Source: an optimization exercise on an open RTL-to-GDS flow (aim: small area). Production flows keep margins and buffers that such runs may drop. Function was checked by simulation only, so behaviour that the tests miss may differ from the original. Power and IR drop assume default switching activity.

Design chan_top, start of the top module:
module chan_top (
	input  wire logic                       wb_clk,
	input  wire logic                       rst_n_i,
	input  wire logic                       reg_we_i,
	input  wire logic [4-1:0]      reg_adr_i,
	input  wire logic [16-1:0]         reg_dat_i,
	output logic [16-1:0]              reg_dat_o,
	input  wire logic                       adc_vld_i,
	input  wire logic [4*12-1:0]   adc_dat_i,
	output logic [16-1:0]              tx_dat_o,
	output logic                            tx_k_o,
	output logic                            tx_vld_o,
	input  wire logic                       tx_rdy_i
);
==> flow/config.mk <==
export PLATFORM = sky130hd
export DESIGN_NAME = chan_top
export DESIGN_NICKNAME = chan_top
export VERILOG_FILES = /design/flow/design.v
export SDC_FILE = /design/flow/constraint.sdc
export NUM_CORES = 4
export LEC_CHECK = 0
export CAP_MARGIN = 20
export CORE_MARGIN = 2
export CORE_UTILIZATION = 65
export CTS_CLUSTER_DIAMETER = 100
export CTS_CLUSTER_SIZE = 28
export PLACE_DENSITY = 0.68
export SETUP_SLACK_MARGIN = 0.05
export SLEW_MARGIN = 20
export SYNTH_HIERARCHICAL = 1
==> flow/constraint.sdc <==
create_clock -name core_clock -period 5.0 [get_ports {wb_clk}]
set_input_delay 1.0000 -clock core_clock [delete_from_list [all_inputs] [get_ports {wb_clk}]]
set_output_delay 1.0000 -clock core_clock [all_outputs]
set_load 0.01 [all_outputs]
standard.sh (not shown) runs the stock make flow with config.mk's settings and CLKGATE_MAP_FILE= SYNTH_SCRIPT=/design/flow/synth_recipe.tcl, a recipe that flattens the netlist after the stock synthesis.
==> flow/flow/run.sh <==
#!/bin/bash
# Layout flow: the standard layout (standard.sh) with two changes.
#  1. Synthesis maps the logic with an area-oriented ABC script (flow/area.abc)
#     instead of ORFS's speed script. Everything else in synthesis is the standard flow's
#     own script (synth_recipe.tcl): same passes, same flip-flop mapping, same
#     flattening and renaming, so the registers are the standard ones.
#  2. The port buffers are sky130_fd_sc_hd__buf_1 (every input and output
#     port still gets one) instead of the delay cell buffer_ports picks.
# Each tool's output goes to a log file in this folder; ORFS's own per-step
# logs are under orfs/logs/.
set -euo pipefail
here=$(pwd)

# ORFS synth.tcl with the ABC script swapped after the preamble has set it up
orfs_synth="$FLOW_HOME/scripts/synth.tcl"
anchor='source $::env(SCRIPTS_DIR)/synth_preamble.tcl'
grep -qF "$anchor" "$orfs_synth"
awk -v anchor="$anchor" -v abc="$here/flow/area.abc" '
	{ print }
	$0 == anchor { print "lset abc_args 1 " abc }
' "$orfs_synth" > "$here/area_synth.tcl"
grep -q "lset abc_args 1 $here/flow/area.abc" "$here/area_synth.tcl"

# The standard flow's synthesis script, sourcing that copy instead of ORFS's synth.tcl
sed 's#^source $::env(SCRIPTS_DIR)/synth.tcl$#source '"$here"'/area_synth.tcl#' \
	"$here/synth_recipe.tcl" > "$here/area_synth_recipe.tcl"
grep -q "^source $here/area_synth.tcl\$" "$here/area_synth_recipe.tcl"

BUFFER_PORTS_ARGS="-buffer_cell sky130_fd_sc_hd__buf_1" \
	bash "$here/standard.sh" SYNTH_SCRIPT="$here/area_synth_recipe.tcl" finish \
	> "$here/standard_finish.log" 2>&1

test -s "$here/out/final.def"
==> flow/flow/area.abc <==
strash
ifraig
dc2
dch -f
amap
topo
stime -c
Then changed:
--- a/flow/design.v
+++ b/flow/design.v
@@ -101,56 +101,52 @@
 			stat <= '0;
 		else
 			stat <= ((reg_adr_i == 4'd15) ? 5'd0 : stat) | ovf;
 		reg_dat_o <= rd_val;
 	end
 	logic [15:0] sthr_nx;
 	assign sthr_nx = sthr_d;
 	logic       load;
 	logic       tv;                 
-	logic       tne_q;              
 	logic [3:0] cv;                 
 	logic [3:0] cpop;
 	logic       tpop;
 	assign load = ~tx_vld_o | tx_rdy_i;
 	logic [12:0]        slot [4][8];
 	logic [3:0]         cnt  [4];      
 	logic [12:0]        d_q  [4];      
 	logic [3:0]         en_q;          
 	logic               vld_q;         
 	logic [7:0]         hsel [4];      
-	logic [3:0]         ne_q;          
 	for (genvar c = 0; c < 4; c++) begin : g_chan
 		logic [12:0] d;
 		logic        gt, push, full, acc;
 		ped_sub u_sub (
 			.smp_i  (adc_dat_i[c*12 +: 12]),
 			.pedn_i (pedn[c]),
 			.inv_i  (inv[c]),
 			.d_o    (d)
 		);
 		always_ff @(posedge wb_clk)
 			d_q[c] <= d;
 		gt_s13 u_gt (.a_i(d_q[c]), .b_i(zthr), .gt_o(gt));
 		assign push   = en_q[c] & gt;
 		assign full   = cnt[c][3];
 		assign acc    = push & ~full;
 		assign ovf[c] = push & full;
-		assign cv[c]  = ne_q[c];
+		assign cv[c]  = (cnt[c] != 4'd0);
 		always_ff @(posedge wb_clk) begin
 			if (!rst_n_i) begin
 				cnt[c]  <= '0;
-				ne_q[c] <= 1'b0;
 				en_q[c] <= 1'b0;
 			end else begin
 				en_q[c] <= adc_vld_i & mask[c];
 				cnt[c]  <= updn4(cnt[c], acc, cpop[c]);
-				ne_q[c] <= acc | (ne_q[c] & ~(hsel[c][0] & cpop[c]));
 			end
 		end
 		logic [12:0] slot_d [8];
 		logic        accn;
 		assign accn = ~acc;
 		for (genvar i = 0; i < 8; i++) begin : g_s
 			hold_mux #(.W(13)) u_ld (
 				.ld_i  (acc),
 				.ldn_i (accn),
@@ -191,26 +187,24 @@
 				last_q <= cmp;
 		end
 	end
 	logic [15:0] tslot [4];
 	logic [2:0]  tcnt;
 	logic        tfull, tacc;
 	assign tfull  = tcnt[2];
 	assign tacc   = trig_q & ~tfull;
 	assign ovf[4] = trig_q & tfull;
-	assign tv     = tne_q;
+	assign tv     = (tcnt != 3'd0);
 	always_ff @(posedge wb_clk) begin
 		if (!rst_n_i) begin
 			tcnt  <= '0;
-			tne_q <= 1'b0;
 		end else begin
 			tcnt  <= updn3(tcnt, tacc, tpop);
-			tne_q <= tacc | (tne_q & ~((tcnt == 3'd1) & tpop));
 		end
 	end
 	logic [15:0] tslot_d [4];
 	logic        taccn;
 	assign taccn = ~tacc;
 	for (genvar i = 0; i < 4; i++) begin : g_ts
 		hold_mux #(.W(16)) u_ld (
 			.ld_i  (tacc),
 			.ldn_i (taccn),
=>
- The changed run ran to the end with no violations
- critical path depth is lower by 1
- area after synthesis is lower by 0.60%
- setup slack improves by 0.067 ns
- sequential power is higher by about 0.5%
- design area is lower by 0.62%
- total power is higher by about 10%
- count of clock-buffer cells in the layout is lower by 1
- fmax is higher by about 1.4%

* * *

Starting RTL as in the previous note.
Settings: LEC_CHECK=0, CAP_MARGIN=20, CORE_MARGIN=2, CORE_UTILIZATION=65, CTS_CLUSTER_DIAMETER=100, CTS_CLUSTER_SIZE=30, PLACE_DENSITY=0.68, SETUP_SLACK_MARGIN=0.05, SLEW_MARGIN=20, SYNTH_HIERARCHICAL=1; clock period 5.0 ns.
Scripts as last shown in full above: flow/flow/run.sh, flow/flow/area.abc
Change:
--- a/flow/design.v
+++ b/flow/design.v
@@ -99,60 +99,56 @@
 	always_ff @(posedge wb_clk) begin
 		if (!rst_n_i)
 			stat <= '0;
 		else
 			stat <= ((reg_adr_i == 4'd15) ? 5'd0 : stat) | ovf;
 		reg_dat_o <= rd_val;
 	end
 	logic [15:0] sthr_nx;
 	assign sthr_nx = sthr_d;
 	logic       load;
 	logic       tv;                 
-	logic       tne_q;              
 	logic [3:0] cv;                 
 	logic [3:0] cpop;
 	logic       tpop;
 	assign load = ~tx_vld_o | tx_rdy_i;
 	logic [12:0]        slot [4][8];
 	logic [3:0]         cnt  [4];      
 	logic [12:0]        d_q  [4];      
 	logic [3:0]         en_q;          
 	logic               vld_q;         
 	logic [7:0]         hsel [4];      
-	logic [3:0]         ne_q;          
 	for (genvar c = 0; c < 4; c++) begin : g_chan
 		logic [12:0] d;
 		logic        gt, push, full, acc;
 		ped_sub u_sub (
 			.smp_i  (adc_dat_i[c*12 +: 12]),
 			.pedn_i (pedn[c]),
 			.inv_i  (inv[c]),
 			.d_o    (d)
 		);
 		always_ff @(posedge wb_clk)
 			d_q[c] <= d;
 		gt_s13 u_gt (.a_i(d_q[c]), .b_i(zthr), .gt_o(gt));
 		assign push   = en_q[c] & gt;
 		assign full   = cnt[c][3];
 		assign acc    = push & ~full;
 		assign ovf[c] = push & full;
-		assign cv[c]  = ne_q[c];
+		assign cv[c]  = (cnt[c] != 4'd0);
 		always_ff @(posedge wb_clk) begin
 			if (!rst_n_i) begin
 				cnt[c]  <= '0;
-				ne_q[c] <= 1'b0;
 				en_q[c] <= 1'b0;
 			end else begin
 				en_q[c] <= adc_vld_i & mask[c];
 				cnt[c]  <= updn4(cnt[c], acc, cpop[c]);
-				ne_q[c] <= acc | (ne_q[c] & ~(hsel[c][0] & cpop[c]));
 			end
 		end
 		logic [12:0] slot_d [8];
 		logic        accn;
 		assign accn = ~acc;
 		for (genvar i = 0; i < 8; i++) begin : g_s
 			hold_mux #(.W(13)) u_ld (
 				.ld_i  (acc),
 				.ldn_i (accn),
 				.d_i   ((i == 0) ? d_q[c] : slot[c][(i == 0) ? 0 : i-1]),
 				.q_i   (slot[c][i]),
@@ -189,30 +185,28 @@
 			smp_cnt <= inc16(smp_cnt, vld_q);
 			if (vld_q)
 				last_q <= cmp;
 		end
 	end
 	logic [15:0] tslot [4];
 	logic [2:0]  tcnt;
 	logic        tfull, tacc;
 	assign tfull  = tcnt[2];
 	assign tacc   = trig_q & ~tfull;
 	assign ovf[4] = trig_q & tfull;
-	assign tv     = tne_q;
+	assign tv     = (tcnt != 3'd0);
 	always_ff @(posedge wb_clk) begin
 		if (!rst_n_i) begin
 			tcnt  <= '0;
-			tne_q <= 1'b0;
 		end else begin
 			tcnt  <= updn3(tcnt, tacc, tpop);
-			tne_q <= tacc | (tne_q & ~((tcnt == 3'd1) & tpop));
 		end
 	end
 	logic [15:0] tslot_d [4];
 	logic        taccn;
 	assign taccn = ~tacc;
 	for (genvar i = 0; i < 4; i++) begin : g_ts
 		hold_mux #(.W(16)) u_ld (
 			.ld_i  (tacc),
 			.ldn_i (taccn),
 			.d_i   ((i == 0) ? smp_cnt : tslot[(i == 0) ? 0 : i-1]),
 			.q_i   (tslot[i]),
Final area came out lower by about 0.5%.
Power rose by 12%.
Setup slack gains 0.045 ns.
Combinational power went up by about 60%.
Non-clock buffer count increases by 4.
Routed wire length stays flat.
First-iteration DRC count drops by about 5%.
Via count came out lower by 0.31%.
Critical path depth goes up by 1.
Die area goes down by about 0.6%.
Cell count decreases by about 0.5%.
Count of clock-buffer cells in the layout drops by 1.
Global-route usage is lower by 0.29 points.

==> re-timing with driven ports <==
How much do the figures lean on ideal ports? The routed layouts below were timed once more, with nothing changed but the port constraints. Step 1, drivers: a clkbuf_16 drives wb_clk and a buf_2 each remaining input, both assumed. Step 2 adds t to the input delays and takes it off the output delays; t is the mean of the earliest and latest rising clock arrival at the registers after step 1. Input paths then give back, and output paths get back, about the clock's delay inside the block. a / b / c = ideal / step 1 / step 2; a / b = the first two.
run	t, ns	slack for setup (ns)	hold slack, ns	latest minus earliest clock arrival (ns)	worst register clock-pin slew, ns
the first run of note 1	0.697	0.222 / 0.222 / -0.206	0.431 / 0.431 / 0.431	0.041 / 0.041	0.11 / 0.11
the second run of note 1	0.675	0.289 / 0.289 / -0.196	0.441 / 0.441 / 0.441	0.021 / 0.021	0.12 / 0.12
the first run of note 2	0.661	0.231 / 0.231 / -0.201	0.430 / 0.430 / 0.430	0.020 / 0.019	0.12 / 0.12
the second run of note 2	0.689	0.276 / 0.276 / -0.231	0.444 / 0.444 / 0.444	0.029 / 0.029	0.12 / 0.12
With both steps, setup timing fails in every run listed, where it was met with ideal ports. For the second run of note 2, which loses most, drivers alone change the setup slack by 0.000 ns; drivers and shift together by -0.507 ns.
